This is an optimization exercise on Yosys and OpenROAD, whose aim is small area, not a production implementation.
In this exercise RTL edits were held to simulation tests only and were not proved equivalent to the original.
Power and IR drop assume default switching activity.

**design/flow/config.mk**
```make
export PLATFORM = sky130hd
export DESIGN_NAME = reg_file
export DESIGN_NICKNAME = reg_file
export VERILOG_FILES = /design/flow/design.v
export SDC_FILE = /design/flow/constraint.sdc
export NUM_CORES = 4
export LEC_CHECK = 0
export CAP_MARGIN = 20
export CORE_MARGIN = 2
export CORE_UTILIZATION = 40
export GPL_TIMING_DRIVEN = 0
export SETUP_SLACK_MARGIN = 0.2
export SLEW_MARGIN = 20
export SYNTH_HIERARCHICAL = 1
export SYNTH_MINIMUM_KEEP_SIZE = 0
```
**design/flow/constraint.sdc**
```tcl
create_clock -name core_clock -period 5.0 [get_ports {clk}]
set_input_delay 1.0000 -clock core_clock [delete_from_list [all_inputs] [get_ports {clk}]]
set_output_delay 1.0000 -clock core_clock [all_outputs]
set_load 0.01 [all_outputs]
```
**design/flow/design.v**
```verilog
`default_nettype none
package regfile_pkg;
    localparam int REG_ADDR_W = 5;
    localparam int REG_DATA_W = 32;
    typedef logic [REG_ADDR_W-1:0] reg_addr_t;
    localparam reg_addr_t REG_ZERO = 5'd0;
endpackage
`default_nettype wire
`default_nettype none
module regfile_aoi222 (
    input  wire logic a0, b0, a1, b1, a2, b2,
    output logic      y
);
    assign y = ~((a0 & b0) | (a1 & b1) | (a2 & b2));
endmodule
module regfile_nand2 (
    input  wire logic a, b,
    output logic      y
);
    assign y = ~(a & b);
endmodule
module regfile_nandn #(
    parameter int N = 4
) (
    input  wire logic [N-1:0] n,
    output logic              y
);
    assign y = ~&n;
endmodule
module regfile_nor2 (
    input  wire logic a, b,
    output logic      y
);
    assign y = ~(a | b);
endmodule
module regfile_and3 (
    input  wire logic a, b, c,
    output logic      y
);
    assign y = a & b & c;
endmodule
module regfile_rport
#(
    parameter int DATA_W = regfile_pkg::REG_DATA_W,
    parameter int ADDR_W = regfile_pkg::REG_ADDR_W
) (
    input  wire logic [31:1][DATA_W-1:0] file_i,
    input  wire logic [31:1]             valid_i,
    input  wire logic [ADDR_W-1:0]       raddr_i,
    output logic      [DATA_W-1:0]       rdata_o
);
    logic [3:0]       pre_lo;
    logic [7:0]       pre_hi;
    logic [1:0][31:1] sel;
    always_comb begin
        for (int k = 0; k < 4; k++) pre_lo[k] = (raddr_i[1:0] == 2'(k));
        for (int k = 0; k < 8; k++) pre_hi[k] = (raddr_i[4:2] == 3'(k));
    end
    for (genvar h = 0; h < 2; h++) begin : g_dec
        for (genvar i = 1; i < 32; i++) begin : g_sel
            regfile_and3 u_and (
                .a (valid_i[i]), .b (pre_lo[i%4]), .c (pre_hi[i/4]), .y (sel[h][i])
            );
        end
    end
    for (genvar j = 0; j < DATA_W; j++) begin : g_bit
        logic [10:0] n;
        logic [1:0]  p;
        logic        q;
        for (genvar k = 0; k < 10; k++) begin : g_aoi
            regfile_aoi222 u_aoi (
                .a0 (sel[j/16][3*k+1]), .b0 (file_i[3*k+1][j]),
                .a1 (sel[j/16][3*k+2]), .b1 (file_i[3*k+2][j]),
                .a2 (sel[j/16][3*k+3]), .b2 (file_i[3*k+3][j]),
                .y  (n[k])
            );
        end
        regfile_nand2 u_nand_last (
            .a (sel[j/16][31]), .b (file_i[31][j]), .y (n[10])
        );
        regfile_nandn #(.N(4)) u_nand0 (.n (n[3:0]),  .y (p[0]));
        regfile_nandn #(.N(4)) u_nand1 (.n (n[7:4]),  .y (p[1]));
        regfile_nor2           u_nor   (.a (p[0]), .b (p[1]), .y (q));
        regfile_nandn #(.N(4)) u_nand2 (.n ({q, n[10:8]}), .y (rdata_o[j]));
    end
endmodule
`default_nettype wire
`default_nettype none
module regfile_wpre
#(
    parameter int ADDR_W = regfile_pkg::REG_ADDR_W
) (
    input  wire logic              we_i,
    input  wire logic [ADDR_W-1:0] waddr_i,
    output logic      [3:0]        lo_o,
    output logic      [3:0]        lo_n_o,
    output logic      [7:0]        hi_o,
    output logic      [7:0]        hi_n_o
);
    always_comb begin
        for (int k = 0; k < 4; k++) begin
            lo_o[k]   = we_i && (waddr_i[1:0] == 2'(k));
            lo_n_o[k] = !(we_i && (waddr_i[1:0] == 2'(k)));
        end
        for (int k = 0; k < 8; k++) begin
            hi_o[k]   = (waddr_i[4:2] == 3'(k));
            hi_n_o[k] = (waddr_i[4:2] != 3'(k));
        end
    end
endmodule
module regfile_ao22 (
    input  wire logic a0, b0, a1, b1,
    output logic      y
);
    assign y = (a0 & b0) | (a1 & b1);
endmodule
module reg_file
#(
    parameter int DATA_W = regfile_pkg::REG_DATA_W,
    parameter int ADDR_W = regfile_pkg::REG_ADDR_W
) (
    input  wire logic              clk,
    input  wire logic              rst_n,
    input  wire logic [ADDR_W-1:0] raddr1,
    input  wire logic [ADDR_W-1:0] raddr2,
    output logic      [DATA_W-1:0] rdata1,
    output logic      [DATA_W-1:0] rdata2,
    input  wire logic              we,
    input  wire logic [ADDR_W-1:0] waddr,
    input  wire logic [DATA_W-1:0] wdata,
    input  wire logic [ADDR_W-1:0] dbg_addr,
    output logic      [DATA_W-1:0] dbg_data
);
    localparam int DEPTH = 2**ADDR_W;
    logic [DEPTH-1:1][DATA_W-1:0] regs_q;
    logic [DEPTH-1:1]             valid_q;
    logic [1:0][DEPTH-1:1]        wsel;
    logic [1:0][DEPTH-1:1]        hold;
    logic [3:0] wlo, wlo_n;
    logic [7:0] whi, whi_n;
    regfile_wpre #(.ADDR_W(ADDR_W)) u_wpre (
        .we_i (we), .waddr_i (waddr),
        .lo_o (wlo), .lo_n_o (wlo_n), .hi_o (whi), .hi_n_o (whi_n)
    );
    for (genvar h = 0; h < 2; h++) begin : g_wdec
        for (genvar i = 1; i < DEPTH; i++) begin : g_sel
            regfile_nor2 u_wsel (
                .a (wlo_n[i%4]), .b (whi_n[i/4]), .y (wsel[h][i])
            );
            regfile_nand2 u_hold (
                .a (wlo[i%4]), .b (whi[i/4]), .y (hold[h][i])
            );
        end
    end
    always_ff @(posedge clk or negedge rst_n) begin
        if (!rst_n) begin
            valid_q <= '0;
        end else begin
            valid_q <= valid_q | wsel[0];
        end
    end
    logic [DEPTH-1:1][DATA_W-1:0] regs_d;
    for (genvar i = 1; i < DEPTH; i++) begin : g_reg
        for (genvar j = 0; j < DATA_W; j++) begin : g_bit
            regfile_ao22 u_ao (
                .a0 (wsel[j/16][i]), .b0 (wdata[j]),
                .a1 (hold[j/16][i]), .b1 (regs_q[i][j]),
                .y  (regs_d[i][j])
            );
        end
    end
    always_ff @(posedge clk) begin
        regs_q <= regs_d;
    end
    regfile_rport #(.DATA_W(DATA_W), .ADDR_W(ADDR_W)) u_rport1 (
        .file_i (regs_q), .valid_i (valid_q), .raddr_i (raddr1), .rdata_o (rdata1)
    );
    regfile_rport #(.DATA_W(DATA_W), .ADDR_W(ADDR_W)) u_rport2 (
        .file_i (regs_q), .valid_i (valid_q), .raddr_i (raddr2), .rdata_o (rdata2)
    );
    regfile_rport #(.DATA_W(DATA_W), .ADDR_W(ADDR_W)) u_dbg (
        .file_i (regs_q), .valid_i (valid_q), .raddr_i (dbg_addr), .rdata_o (dbg_data)
    );
endmodule
`default_nettype wire
```
**design/flow/flow/run.sh**
```bash
#!/bin/bash
# Own flow: the standard layout (standard.sh), with two changes to how
# the layout is made:
#  - the port buffers that global placement inserts on every input and output
#    are plain buf_2 cells instead of the slow delay-buffer cell the resizer
#    picks by default;
#  - clock tree synthesis uses small clock buffers, larger sink clusters and no dummy
#    loads.
# Everything else (synthesis, floorplan, power grid, taps, placement, routing)
# is the standard flow. Each tool's full output is kept under orfs/logs, and
# the make output in standard_flow.log in this folder.
set -euo pipefail
CTS="-sink_clustering_enable -repair_clock_nets -dont_use_dummy_load"
CTS="$CTS -buf_list {sky130_fd_sc_hd__clkbuf_4 sky130_fd_sc_hd__clkbuf_8}"
CTS="$CTS -sink_clustering_size 14 -sink_clustering_max_diameter 60"
bash standard.sh \
    "BUFFER_PORTS_ARGS=-buffer_cell sky130_fd_sc_hd__buf_2" \
    "CTS_ARGS=$CTS" \
    finish > standard_flow.log 2>&1
```
**design/flow/standard.sh**
```bash
#!/bin/bash
# synth_recipe.tcl (not shown) runs the flow's synth.tcl, then flattens the netlist and writes it again
# the make line also repeats each setting of config.mk as NAME=value (left out here)
make -C /OpenROAD-flow-scripts/flow DESIGN_CONFIG=/design/flow/config.mk WORK_HOME=/design/flow/orfs CLKGATE_MAP_FILE= SYNTH_SCRIPT=/design/flow/synth_recipe.tcl "${@:-finish}"
```
==> flow_metrics.tcl, run 1 <==
set metrics [dict create \
    wire_per_inst_um 40.29 \
    worst-path-buf-inv 2 \
    grt_pass1_vias 42370 \
    critPathMaxFanout 16 \
    worst_slew_pin_slew_ns 1.185 \
    die_y_um 334.7 \
    yosysTopAreaCell "dfxtp_1" \
    ir_drop_mv 0.3128 \
    cts_setup_buffers 0 \
    status "complete, but fails checks" \
    final.fill_count 10280 \
    period_needed_ns 5.072 \
    reg2reg_from "valid_q[26]" \
    first_iter_violations 13720 \
    die_w_um 334.7 \
    syn_inst 3859 \
    cts_buffers 104 \
    crit_path_end_kind "primary output" \
    layout-drive-gt1-share 0.1088 \
    root_buffer "clkbuf_8" \
    clkTransAtPathRegs_ns 0.10 \
    cp_slowest_cell "and3_1" \
    std_cell_rows 121 \
    fin_util 0.4473 \
    finalCritPeriodShare 1.014 \
    gp_congestion 1.076 \
    max_cap_violations 0 \
    whs_ns 0.3195 \
    ant_nets 0 \
    seq_area_frac_synth 0.4717 \
    tritoncts "done" \
    postSynthAreaPerCell_um2 11.34 \
    r2r_setup_slack_ns 3.99 \
    clockBufferDepth 3 \
    htree_levels 3 \
    vias_per_cell 8.521 \
    netlist.area_leader.share 0.4540 \
    path_cells "buf_2 > nor3_1 > and3_1 > a222oi_1 > nand4_1 > nor2_1 > nand4_1 > buf_2" \
    synth_common_cells "a22o_1 (992), dfxtp_1 (992), a222oi_1 (960), nand4_1 (288), and3_1 (187)" \
    drt_wl_total_mm 225.1 \
    cp_top_family "simple AND/OR/NAND/NOR gates" \
    critPathLaunchType "input pin" \
    syn_area_um2 43750 \
    hold_violations 0 \
    port_buffers 150 \
    synthFlopType "dfxtp_1" \
    grt_pass1_wl_mm 314.7 \
    synth_nets 3914 \
    ys_types 21 \
    start_util 0.4024 \
    r2r_cells 1 \
    critPathKind "input pin to primary output" \
    cp.arrival_ns 4.07 \
    antenna_found_initial 25 \
    relSlewSlack 0.2040 \
    ys_warn_count 9 \
    clock_sinks 1023 \
    overflow 0 \
    violatedChecks "negative setup slack" \
    grt_usage 0.3776 \
    required_ns 4.00 \
    setup_viol 4 \
    grt_max_degree 32 \
    synth_edf_count 0 \
    via_count 47610 \
    clock_skew_ns 0 \
    rsz0062_at_grt "yes" \
    num-nets-final 4211 \
    async_flop_share 0.03030 \
    fin_ws_ns -0.07170 \
    cp_slowest_stage_delay_ns 1.02 \
    power.density_nw_per_um2 397.6 \
    drc 0 \
    slew_violations 0 \
    yosys_register_bits 1023 \
    core-area_um2 108700 \
    worstHoldPathType "input pin to asynchronous set/reset pin" \
    max_freq_mhz 197.2 \
    die_area_um2 112000 \
    syn_to_final_growth_pct 11.14 \
    netlist_top_cells_area "dfxtp_1 (45%), a222oi_1 (22%), a22o_1 (20%)" \
    firstDrtPassIters 17 \
    io_pins 151 \
    hpwlAfterDp_mm 149.7 \
    r2r_end "valid_q[26]" \
    clk_latency_ns 0.82 \
    p_leak_nw 18.81 \
]
==> kinds of logic after synthesis <==
kind of cell | Yosys count | synth area share
AOI/OAI and AO/OA | 1952 | 0.4183
DFF | 1023 | 0.4717
and+or+nand+nor | 881 | 0.1095
buffers and inverters | 3 | 0.0005148
==> area by class of cell <==
class                      instances  area (µm²)  share of cell area
timing repair buffer             191        1276             0.02625
buffer                             3       22.52           0.0004632
sequential                      1023       20630              0.4244
clock buffer                     104        1431             0.02944
multi-input combinational       2833       23440              0.4821
antenna                           19       47.55           0.0009779
tap                             1414        1769             0.03639
==> layout by cell type (no fill, tap or decap), drive strengths merged <==
master    n
a222oi  960
dfxtp   992
and2      3
nand4   288
and3    191
nor3b    13
a22o    992
nand3     2
nor2b     6
dfrtp    31
or2      31
or3b      4
or3       1
nor2    161
buf     194
diode    19
nor3      4
clkbuf  104
nand2   158
and3b    14
nand3b    5
==> modules after synthesis, one instance, submodules excluded, excerpt <==
module / copies in the design / cells inside / cell area, µm² / flops+latches
regfile_ao22: 992 / 1 / 8.758 / 0
regfile_and3: 186 / 1 / 6.256 / 0
reg_file: 1 / 1054 / 20830 / 1023
regfile_nor2: 158 / 1 / 3.754 / 0
regfile_aoi222: 960 / 1 / 10.01 / 0
regfile_nand2: 158 / 1 / 3.754 / 0
==> worst max-delay path by stage <==
stage	startpoint	endpoint	depth (start not counted)
floorplan	dbg_addr[1]	dbg_data[0]	6
global placement	waddr[1]	regs_q[114]	4
detailed placement	dbg_addr[4]	dbg_data[30]	8
CTS	dbg_addr[2]	dbg_data[30]	8
global route	raddr2[0]	rdata2[10]	9
finish	raddr2[4]	rdata2[18]	8
==> layer usage <==
layer,track usage,vias up,wire length (µm)
met5,0.0004342,-,94
met4,0.2279,14,17560
met3,0.1377,949,36340
met2,0.5380,4688,90540
met1,0.4849,23030,80590
li1,-,18920,-
==> sequential cells by signal, indices dropped and copies added (netlist names) <==
register and flops:
regs_q 992, valid_q 31
==> what timing repair did <==
action | in CTS | in global routing
gates resized for setup | 19 | 50
hold buffers | 0 | 0
setup endpoints to repair | 76 | 73
hold endpoints to repair | 0 | 0
pin swaps | 2 | 24
==> where the power goes <==
part,switching [mW],total (mW),internal (mW)
clock,2.94,4.77,1.84
sequential,1.80,11.6,9.78
combinational,1.55,2.98,1.42
==> per-stage QoR <==
step	setup TNS, ns	instances	total power, mW	setup WS (ns)	area, µm²
2_1_floorplan	0	3859	12.95	1.699	43750
3_3_place_gp	-191.97	5423	14.28	-0.7611	46270
3_5_place_dp	-0.1734	5464	14.45	-0.06163	46980
4_1_cts	0	5568	19.07	0.2078	48460
5_1_grt	0	5575	19.93	0.1672	48590
6_report	-0.1467	5587	19.33	-0.07170	48620
==> inputs of run 2 (changes only) <==
--- a/design/flow/config.mk
+++ b/design/flow/config.mk
@@ -6,6 +6,8 @@
 export NUM_CORES = 4
 export LEC_CHECK = 0
 export CAP_MARGIN = 20
+export CELL_PAD_IN_SITES_DETAIL_PLACEMENT = 1
+export CELL_PAD_IN_SITES_GLOBAL_PLACEMENT = 1
 export CORE_MARGIN = 2
 export CORE_UTILIZATION = 40
 export GPL_TIMING_DRIVEN = 0
==> flow_metrics.tcl, run 2 <==
set metrics [dict create \
    status "no timing/DRC/antenna violations" \
    layout-drive-gt1-share 0.1268 \
    seq_area_um2 20630 \
    core-area_um2 108700 \
    whs_ns 0.2177 \
    setup_viol 0 \
    worstHoldPathType "input pin to asynchronous set/reset pin" \
    wire_per_inst_um 46.25 \
    use_met1 0.5516 \
    die_w_um 334.7 \
    hpwlAfterDp_mm 158.9 \
    multi_input_area_um2 23790 \
    synthFlopType "dfxtp_1" \
    htree_levels 3 \
    clkTransAtPathRegs_ns 0.09 \
    num-nets-final 4222 \
    drc 0 \
    std_cell_rows 121 \
    top_usage_layer "met2" \
    synth_common_cells "a22o_1 (992), dfxtp_1 (992), a222oi_1 (960), nand4_1 (288), and3_1 (187)" \
    ys_warn_count 9 \
    gp_congestion 0.9635 \
    final.fill_count 11650 \
    power.density_nw_per_um2 400.4 \
    p_leak_nw 18.82 \
    rsz0062_at_grt "yes" \
    overflow 0 \
    largest_reg_flops 992 \
    synth_edf_count 0 \
    via_count 48200 \
    power_mw 19.66 \
    grt_pass1_vias 45250 \
    clockBufferDepth 3 \
    vias_per_cell 8.625 \
    hold_violations 0 \
    root_buffer "clkbuf_8" \
    io_pins 151 \
    regMostFlops "regs_q" \
    netlist_top_cells_area "dfxtp_1 (45%), a222oi_1 (22%), a22o_1 (20%)" \
    ant_nets 0 \
    cts_buffers 111 \
    required_ns 4.00 \
    yosysTopAreaCell "dfxtp_1" \
    cp.arrival_ns 3.97 \
    clock_sinks 1023 \
    grt.met2_usage 0.6340 \
    reg_top3 "regs_q: 992 flops, valid_q: 31 flops" \
    syn_inst 3859 \
    synth_nets 3914 \
    final_cell_mix "a22o_1 (992), dfxtp_1 (992), a222oi_1 (960)" \
    async_flop_share 0.03030 \
    finalCritPeriodShare 0.9933 \
    slew_violations 0 \
    grt_pass1_wl_mm 356.8 \
    critPathLaunchType "input pin" \
    critPathKind "input pin to primary output" \
    clk_latency_ns 0.88 \
    die_y_um 334.7 \
    worst_slew_pin_slew_ns 1.283 \
    netlist.area_leader.share 0.4540 \
    ir_drop_mv 0.2304 \
    ys_types 21 \
    relSlewSlack 0.1429 \
    cts_setup_buffers 0 \
    first_iter_violations 11810 \
    syn_to_final_growth_pct 12.26 \
    yosys_register_bits 1023 \
    postSynthAreaPerCell_um2 11.34 \
    seq_area_frac_synth 0.4717 \
    grt_max_degree 32 \
    syn_area_um2 43750 \
    grt_usage 0.4406 \
    clock_skew_ns 0 \
    crit_path_end_kind "primary output" \
    die_area_um2 112000 \
    port_buffers 150 \
    firstDrtPassIters 13 \
    antenna_found_initial 21 \
    max_freq_mhz 201.4 \
    tritoncts "done" \
    period_needed_ns 4.966 \
    start_util 0.4024 \
    max_cap_violations 0 \
    critPathMaxFanout 16 \
    grt_use_met3 0.1289 \
    drt_wl_total_mm 258.5 \
]
[run 2: repair_timing]
action | 4_1_cts | 5_1_grt
gates resized for setup | 93 | 71
cloned | 0 | 0
hold buffers | 0 | 0
setup endpoints to repair | 96 | 58
pin swaps | 1 | 14
[run 2: cell type report]
type,count,share of cell area
Clock buffer,111,0.03111
Antenna cell,9,0.0004586
Tap cell,1414,0.03602
Buffer,3,0.0004586
Multi-Input combinational cell,2833,0.4844
Sequential cell,1023,0.4202
Timing Repair Buffer,195,0.02741
[run 2: per-module statistics from Yosys, one instance, submodules excluded, excerpt]
module	copies in the design	cells inside	flip-flops and latches	cell area, µm²
regfile_nor2	158	1	0	3.754
regfile_aoi222	960	1	0	10.01
regfile_ao22	992	1	0	8.758
reg_file	1	1054	1023	20830
regfile_and3	186	1	0	6.256
regfile_nand2	158	1	0	3.754
[run 2: path summary, 6_finish.rpt]
path                            cells past startpoint  slack [ns]           to         from
worst min-delay path                                1        0.22  valid_q[10]        rst_n
max in group asynchronous                           1        4.20  valid_q[22]        rst_n
worst max-delay path                                8        0.03   rdata2[20]    raddr2[2]
worst max register to register                      1        3.97  valid_q[18]  valid_q[18]
min in group core_clock                             1        0.52  regs_q[977]  regs_q[977]
worst min register to register                      1        0.52  regs_q[977]  regs_q[977]
[run 2: worst max-delay path, cell delays in order]
cell and delay, ns:
buf_2 0.17, and3b_2 0.35, and3_2 0.48, a222oi_1 0.54, nand4_1 0.51, nor2_1 0.47, nand4_1 0.21, buf_2 0.19
[run 2: kinds of logic (layout without fill, tap and decap cells)]
| family | Yosys count | in the layout | share of synthesized area |
|---|---|---|---|
| other | 0 | 9 | 0 |
| AOI/OAI and AO/OA | 1952 | 1952 | 0.4183 |
| buffers and inverters | 3 | 309 | 0.0005148 |
| and+or+nand+nor | 881 | 881 | 0.1095 |
| DFF | 1023 | 1023 | 0.4717 |
[run 2: metal layers]
metal	vias to the layer above	share of wire
met5	-	0.00035
met4	16	0.097
met3	1022	0.13
met2	4098	0.41
met1	24130	0.37
li1	18940	-
[run 2: report_power, final]
part           internal [mW]  switching, mW  leakage [nW]
clock                   1.96           3.04         0.798
sequential              9.78           1.85          8.61
combinational           1.43           1.61          9.41
total                   13.2           6.49          18.8
[run 2: per-stage QoR]
| step | worst slack [ns] | std cells | setup TNS [ns] | cell area (µm²) | util |
|---|---|---|---|---|---|
| floorplan | 1.699 | 3859 | 0 | 43750 | - |
| global placement | -0.7386 | 5423 | -172.79 | 46270 | 0.4256 |
| detailed placement | -0.3336 | 5467 | -7.410 | 47180 | 0.4341 |
| CTS | 0.1763 | 5578 | 0 | 48860 | 0.4495 |
| global route | 0.1256 | 5581 | 0 | 49090 | 0.4516 |
| finish | 0.03372 | 5588 | 0 | 49110 | 0.4518 |
==> inputs of run 3 (changes only) <==
--- a/design/flow/config.mk
+++ b/design/flow/config.mk
@@ -11,7 +11,7 @@
 export CORE_MARGIN = 2
 export CORE_UTILIZATION = 40
 export GPL_TIMING_DRIVEN = 0
-export SETUP_SLACK_MARGIN = 0.2
+export SETUP_SLACK_MARGIN = 0.35
 export SLEW_MARGIN = 20
 export SYNTH_HIERARCHICAL = 1
 export SYNTH_MINIMUM_KEEP_SIZE = 0
==> flow_metrics.tcl, run 3 <==
set metrics [dict create \
    status "no timing/DRC/antenna violations" \
    core-area_um2 108700 \
    slew_violations 0 \
    crit_path_end_kind "primary output" \
    final_cell_mix "a22o_1 (992), dfxtp_1 (992), a222oi_1 (960)" \
    die_w_um 334.7 \
    setup_viol 0 \
    start_util 0.4024 \
    fin_ws_ns 0.1149 \
    die_y_um 334.7 \
    stdcell_count 5618 \
    port_buffers 150 \
    rsz0062_at_grt "yes" \
    drc 0 \
    period_needed_ns 4.885 \
    first_iter_violations 12120 \
    critPathKind "input pin to primary output" \
    topRoutingLayerUsed "met5" \
    seq_area_frac_synth 0.4717 \
    clockBufferDepth 3 \
    wl_met3_mm 34.10 \
    post-place-ws_ns -0.3336 \
    placed_cell_area_um2 47180 \
    hold_violations 0 \
    reg2reg_from "valid_q[20]" \
    fin_area_um2 49600 \
    grt_pass1_wl_mm 356.7 \
    reg_top3 "regs_q: 992 flops, valid_q: 31 flops" \
    route.met2.wl_mm 105.9 \
    netlist.area_leader.share 0.4540 \
    gp_congestion 0.9635 \
    ys_warn_count 9 \
    critPathMaxFanout 16 \
    syn_inst 3859 \
    largest_reg_flops 992 \
    grt_usage 0.4404 \
    async_flop_share 0.03030 \
    required_ns 4.00 \
    worst_slew_pin_slew_ns 1.249 \
    final.fill_count 11640 \
    wire_per_inst_um 46.14 \
    finalCritPeriodShare 0.9770 \
    root_buffer "clkbuf_8" \
    firstDrtPassIters 13 \
    htree_levels 3 \
    yosys_register_bits 1023 \
    grt_max_degree 32 \
    num-nets-final 4250 \
    netlist_top_cells_area "dfxtp_1 (45%), a222oi_1 (22%), a22o_1 (20%)" \
    drt_wl_total_mm 259.2 \
    vias_per_cell 8.668 \
    clock_sinks 1023 \
    relSlewSlack 0.1656 \
    r2r_setup_slack_ns 3.98 \
    ir_drop_mv 0.2316 \
    grt_pass1_vias 45190 \
    io_pins 151 \
    wl_met1_mm 94.41 \
    synth_nets 3914 \
    yosysTopAreaCell "dfxtp_1" \
    p_leak_nw 18.95 \
    max_freq_mhz 204.7 \
    synth_edf_count 0 \
    endpoint "rdata2[21]" \
    critPathLaunchType "input pin" \
    power.density_nw_per_um2 397.4 \
    antenna_found_initial 21 \
    clk_latency_ns 0.87 \
    layout-drive-gt1-share 0.1376 \
    clock_skew_ns 0 \
    whs_ns 0.2165 \
    synthFlopType "dfxtp_1" \
    worstHoldPathType "input pin to asynchronous set/reset pin" \
    crit_path_start "raddr2[3]" \
    max_cap_violations 0 \
    cp.arrival_ns 3.89 \
    syn_to_final_growth_pct 13.37 \
    via_count 48700 \
    ant_nets 0 \
    synth_common_cells "a22o_1 (992), dfxtp_1 (992), a222oi_1 (960), nand4_1 (288), and3_1 (187)" \
    overflow 0 \
    std_cell_rows 121 \
    ys_types 21 \
    die_area_um2 112000 \
    cts_buffers 111 \
    r2r_end "valid_q[20]" \
    r2r_cells 1 \
    dp_cells 5467 \
    regMostFlops "regs_q" \
    hpwlAfterDp_mm 158.9 \
    clkTransAtPathRegs_ns 0.10 \
    postSynthAreaPerCell_um2 11.34 \
    syn_area_um2 43750 \
    tritoncts "done" \
]
-- run 3: power by group --
part           total [mW]  switching (mW)  internal (mW)
combinational        3.07            1.62           1.45
sequential           11.6            1.86           9.79
clock                5.00            3.04           1.96
-- run 3: layout make-up --
| type | count | area [µm²] | share of cell area |
|---|---|---|---|
| flip-flops and latches | 1023 | 20640 | 0.4161 |
| well taps | 1414 | 1769 | 0.03567 |
| repair buffers | 223 | 1564 | 0.03153 |
| plain buffers | 3 | 22.52 | 0.0004541 |
| diodes | 11 | 27.53 | 0.0005550 |
| multi-input cells | 2833 | 24050 | 0.4849 |
| clock buffers | 111 | 1528 | 0.03080 |
-- run 3: logic make-up after synthesis --
family | count (synthesis) | share of synthesized area
buffers and inverters | 3 | 0.0005148
AOI/OAI and AO/OA | 1952 | 0.4183
and+or+nand+nor | 881 | 0.1095
DFF | 1023 | 0.4717
-- run 3: critical path: stages --
cell      delay, ns
buf_2          0.21
and3b_2        0.36
and3_2         0.48
a222oi_1       0.46
nand4_1        0.54
nor2_2         0.37
nand4_1        0.21
buf_2          0.21
-- run 3: per-stage QoR --
step / util / TNS [ns] / total power, mW
6_report: 0.4563 / 0 / 19.71
3_5_place_dp: 0.4341 / -7.410 / 14.56
3_3_place_gp: 0.4256 / -172.79 / 14.38
2_1_floorplan: - / 0 / 12.95
5_1_grt: 0.4561 / 0 / 20.38
4_1_cts: 0.4503 / 0 / 19.48
-- run 3: repair_timing --
item	in CTS	in global routing
endpoints found under the setup margin	96	52
pin swaps	3	39
gates cloned	0	0
gates resized for setup	138	102
setup buffers	0	29
hold buffers	0	0
-- run 3: layer usage --
layer / track usage / vias up
met1: 0.5536 / 24350
met5: 0 / -
li1: - / 19010
met3: 0.1285 / 1065
met2: 0.6312 / 4265
met4: 0.3422 / 10
-- run 3: modules after synthesis, one instance, submodules excluded, excerpt --
module	cell area, µm²	times used
regfile_nor2	3.754	158
regfile_nand2	3.754	158
reg_file	20830	1
regfile_and3	6.256	186
regfile_aoi222	10.01	960
regfile_ao22	8.758	992
-- run 3: how the worst min path moves through the flow --
| stage | slack, ns | to | startpoint |
|---|---|---|---|
| final | 0.22 | valid_q[2] | rst_n |
| after global routing | 0.25 | valid_q[10] | rst_n |
| after CTS | 0.23 | valid_q[20] | rst_n |
| after detailed placement | 0.50 | regs_q[482] | regs_q[482] |
| after global placement | 0.50 | regs_q[818] | regs_q[818] |
| after floorplan | 0.48 | regs_q[0] | regs_q[0] |
==> inputs of run 4 (changes only) <==
--- a/design/flow/flow/run.sh
+++ b/design/flow/flow/run.sh
@@ -12,7 +12,7 @@
 set -euo pipefail
 CTS="-sink_clustering_enable -repair_clock_nets -dont_use_dummy_load"
 CTS="$CTS -buf_list {sky130_fd_sc_hd__clkbuf_4 sky130_fd_sc_hd__clkbuf_8}"
-CTS="$CTS -sink_clustering_size 14 -sink_clustering_max_diameter 60"
+CTS="$CTS -sink_clustering_size 16 -sink_clustering_max_diameter 70"
 bash standard.sh \
     "BUFFER_PORTS_ARGS=-buffer_cell sky130_fd_sc_hd__buf_2" \
     "CTS_ARGS=$CTS" \
--- a/design/flow/config.mk
+++ b/design/flow/config.mk
@@ -9,9 +9,10 @@
 export CELL_PAD_IN_SITES_DETAIL_PLACEMENT = 1
 export CELL_PAD_IN_SITES_GLOBAL_PLACEMENT = 1
 export CORE_MARGIN = 2
-export CORE_UTILIZATION = 40
+export CORE_UTILIZATION = 35
 export GPL_TIMING_DRIVEN = 0
-export SETUP_SLACK_MARGIN = 0.35
+export PLACE_DENSITY = 0.5
+export SETUP_SLACK_MARGIN = 0.2
 export SLEW_MARGIN = 20
 export SYNTH_HIERARCHICAL = 1
 export SYNTH_MINIMUM_KEEP_SIZE = 0
==> flow_metrics.tcl, run 4 <==
set metrics [dict create \
    ys_types 21 \
    gp_congestion 0.9385 \
    firstDrtPassIters 13 \
    p_leak_nw 18.76 \
    die_y_um 357.5 \
    setup_tns_ns 0 \
    drc 0 \
    stdcell_count 5797 \
    crit_path_start "raddr2[4]" \
    fin_util 0.3969 \
    postSynthAreaPerCell_um2 11.34 \
    std_cell_rows 129 \
    synth_edf_count 0 \
    placed_cell_area_um2 47420 \
    synth_nets 3914 \
    hpwlAfterDp_mm 163.3 \
    root_buffer "clkbuf_8" \
    worst-path-buf-inv 2 \
    yosys_register_bits 1023 \
    crit_path_end_kind "primary output" \
    combPwrFrac 0.156 \
    netlist_top_cells_area "dfxtp_1 (45%), a222oi_1 (22%), a22o_1 (20%)" \
    overflow 0 \
    cp.arrival_ns 3.97 \
    clkTransAtPathRegs_ns 0.10 \
    period_needed_ns 4.974 \
    grt_pass1_vias 43600 \
    cp_slowest_stage_delay_ns 0.67 \
    cp_top_family "simple AND/OR/NAND/NOR gates" \
    ys_warn_count 9 \
    switching_power_mw 6.413 \
    grt_pass1_wl_mm 355.0 \
    ir_drop_mv 0.2324 \
    final_cell_mix "a22o_1 (992), dfxtp_1 (992), a222oi_1 (960)" \
    yosysTopAreaCell "dfxtp_1" \
    cts_buffers 100 \
    slew_violations 0 \
    use_met1 0.5175 \
    relSlewSlack 0.1575 \
    grt_use_met3 0.07588 \
    status "no timing/DRC/antenna violations" \
    netlist.area_leader.share 0.4540 \
    num-nets-final 4206 \
    post-place-ws_ns -0.3469 \
    critPathLaunchType "input pin" \
    hold_violations 0 \
    synthFlopType "dfxtp_1" \
    clock_sinks 1023 \
    grt_max_degree 32 \
    layout-drive-gt1-share 0.1256 \
    antenna_found_initial 17 \
    first_iter_violations 10840 \
    worst_slew_pin_slew_ns 1.261 \
    via_count 47450 \
    async_flop_share 0.03030 \
    critPathKind "input pin to primary output" \
    io_pins 151 \
    p_seq_frac 0.596 \
    clk_latency_ns 0.86 \
    syn_area_um2 43750 \
    hold_buffers 0 \
    vias_per_cell 8.185 \
    finalCritPeriodShare 0.9948 \
    die_w_um 357.5 \
    clockBufferDepth 3 \
    path_cells "buf_2 > and3b_2 > and3_2 > a222oi_1 > nand4_1 > nor2_2 > nand4_1 > buf_2" \
    grt.met2_usage 0.5769 \
    grt_usage 0.3863 \
    die_area_um2 127800 \
    setup_viol 0 \
    swShare 0.3306 \
    wire_per_inst_um 44.66 \
    tritoncts "done" \
    largest_reg_flops 992 \
    port_buffers 150 \
    top_usage_layer "met2" \
    htree_levels 3 \
    ant_nets 0 \
    critPathMaxFanout 16 \
    clock_skew_ns 0 \
    fin_area_um2 49140 \
    required_ns 4.00 \
    syn_to_final_growth_pct 12.33 \
    drt_wl_total_mm 258.9 \
    pwr-share-clk 0.248 \
    reg2reg_from "valid_q[30]" \
    cp_slowest_cell "a222oi_1" \
    reg_top3 "regs_q: 992 flops, valid_q: 31 flops" \
    dp_cells 5686 \
    rsz0062_at_grt "yes" \
    start_util 0.3534 \
    fin_ws_ns 0.02591 \
    regMostFlops "regs_q" \
    max_freq_mhz 201.0 \
    internal-power_mw 12.99 \
    core-area_um2 123800 \
    synth_common_cells "a22o_1 (992), dfxtp_1 (992), a222oi_1 (960), nand4_1 (288), and3_1 (187)" \
    syn_inst 3859 \
    max_cap_violations 0 \
    worstHoldPathType "input pin to asynchronous set/reset pin" \
    power.density_nw_per_um2 394.8 \
    seq_area_frac_synth 0.4717 \
]
-- run 4: cell counts after synthesis --
No cell type changed its count.
-- run 4: final cells by class --
type,count,area (µm²)
Sequential cell,1023,20630
Multi-Input combinational cell,2833,23740
Timing Repair Buffer,190,1289
Fill cell,13390,74660
Clock buffer,100,1376
Tap cell,1637,2048
Buffer,3,22.52
Antenna cell,11,27.53
-- run 4: routing by layer --
metal / vias to the layer above / part of all wire
met3: 666 / 0.12
met4: 10 / 0.072
met5: - / 0.00022
li1: 18890 / -
met1: 24080 / 0.39
met2: 3799 / 0.42
-- run 4: cells by family (layout without fill, tap and decap cells) --
kind of cell / Yosys count / count (layout) / share of synthesized area
and+or+nand+nor: 881 / 881 / 0.1095
AOI/OAI and AO/OA: 1952 / 1952 / 0.4183
buffers and inverters: 3 / 293 / 0.0005148
DFF: 1023 / 1023 / 0.4717
other: 0 / 11 / 0
-- run 4: final timing paths --
kind	to	slack, ns	cells after the start
worst max-delay path	rdata2[30]	0.03	8
worst min-delay path	valid_q[13]	0.20	1
worst max register to register	valid_q[30]	4.12	1
worst min register to register	regs_q[710]	0.53	1
max in group asynchronous	valid_q[31]	4.22	1
min in group core_clock	regs_q[710]	0.53	1
-- run 4: Yosys stat by module, one instance, submodules excluded, a selection --
module / copies in the design / flip-flops and latches / cell area, µm² / cells
regfile_aoi222: 960 / 0 / 10.01 / 1
regfile_nand2: 158 / 0 / 3.754 / 1
regfile_ao22: 992 / 0 / 8.758 / 1
regfile_and3: 186 / 0 / 6.256 / 1
reg_file: 1 / 1023 / 20830 / 1054
regfile_nor2: 158 / 0 / 3.754 / 1
-- run 4: what timing repair did --
| action | 4_1_cts | 5_1_grt |
|---|---|---|
| resized for setup | 99 | 55 |
| endpoints found under the setup margin | 96 | 51 |
| pin swaps | 13 | 20 |
| setup buffers | 0 | 0 |
-- run 4: power groups by stage --
stage | logic [mW] | registers (mW) | clock network (mW)
2_1_floorplan | 1.81 | 11.1 | 0
3_3_place_gp | 2.82 | 11.6 | 0
3_5_place_dp | 2.94 | 11.6 | 0
4_1_cts | 2.94 | 11.5 | 4.90
5_1_grt | 3.19 | 11.8 | 5.18
6_report | 3.02 | 11.6 | 4.81
-- run 4: metrics by stage --
step	hold slack (ns)	total power, mW
floorplan	0.4815	12.95
global placement	0.4991	14.39
detailed placement	0.5065	14.55
CTS	0.1797	19.30
global route	0.2151	20.15
finish	0.1959	19.40

port drivers added, routing unchanged:
The results above use ideal ports. As a check the final layouts listed here were re-extracted and re-timed, cells and wires unchanged.
Step 1 assumes that a clkbuf_16 drives the clock port and a buf_2 every other input.
Step 2 times the ports against the registers' clock, not the clock port: input delays grow and output delays shrink by t, the midpoint of the rising clock arrivals with the driver on.
a / b / c = no drivers / after step 1 / after step 2; a / b = the first two.
run	shift t [ns]	slack for setup (ns)	hold WS [ns]	clock arrival spread, ns
run 1	0.875	-0.072 / -0.203 / -0.203	0.319 / 0.413 / 0.524	0.098 / 0.097
run 2	0.919	0.034 / -0.165 / -0.165	0.218 / 0.231 / 0.524	0.066 / 0.066
run 3	0.921	0.115 / -0.086 / -0.086	0.217 / 0.220 / 0.525	0.072 / 0.071
run 4	0.911	0.026 / -0.151 / -0.151	0.196 / 0.144 / 0.529	0.119 / 0.119
With both steps, setup timing fails in run 2, run 3 and run 4, where it was met with ideal ports. For run 3, which loses most, drivers alone change the setup slack by -0.201 ns; drivers and shift together by -0.201 ns.
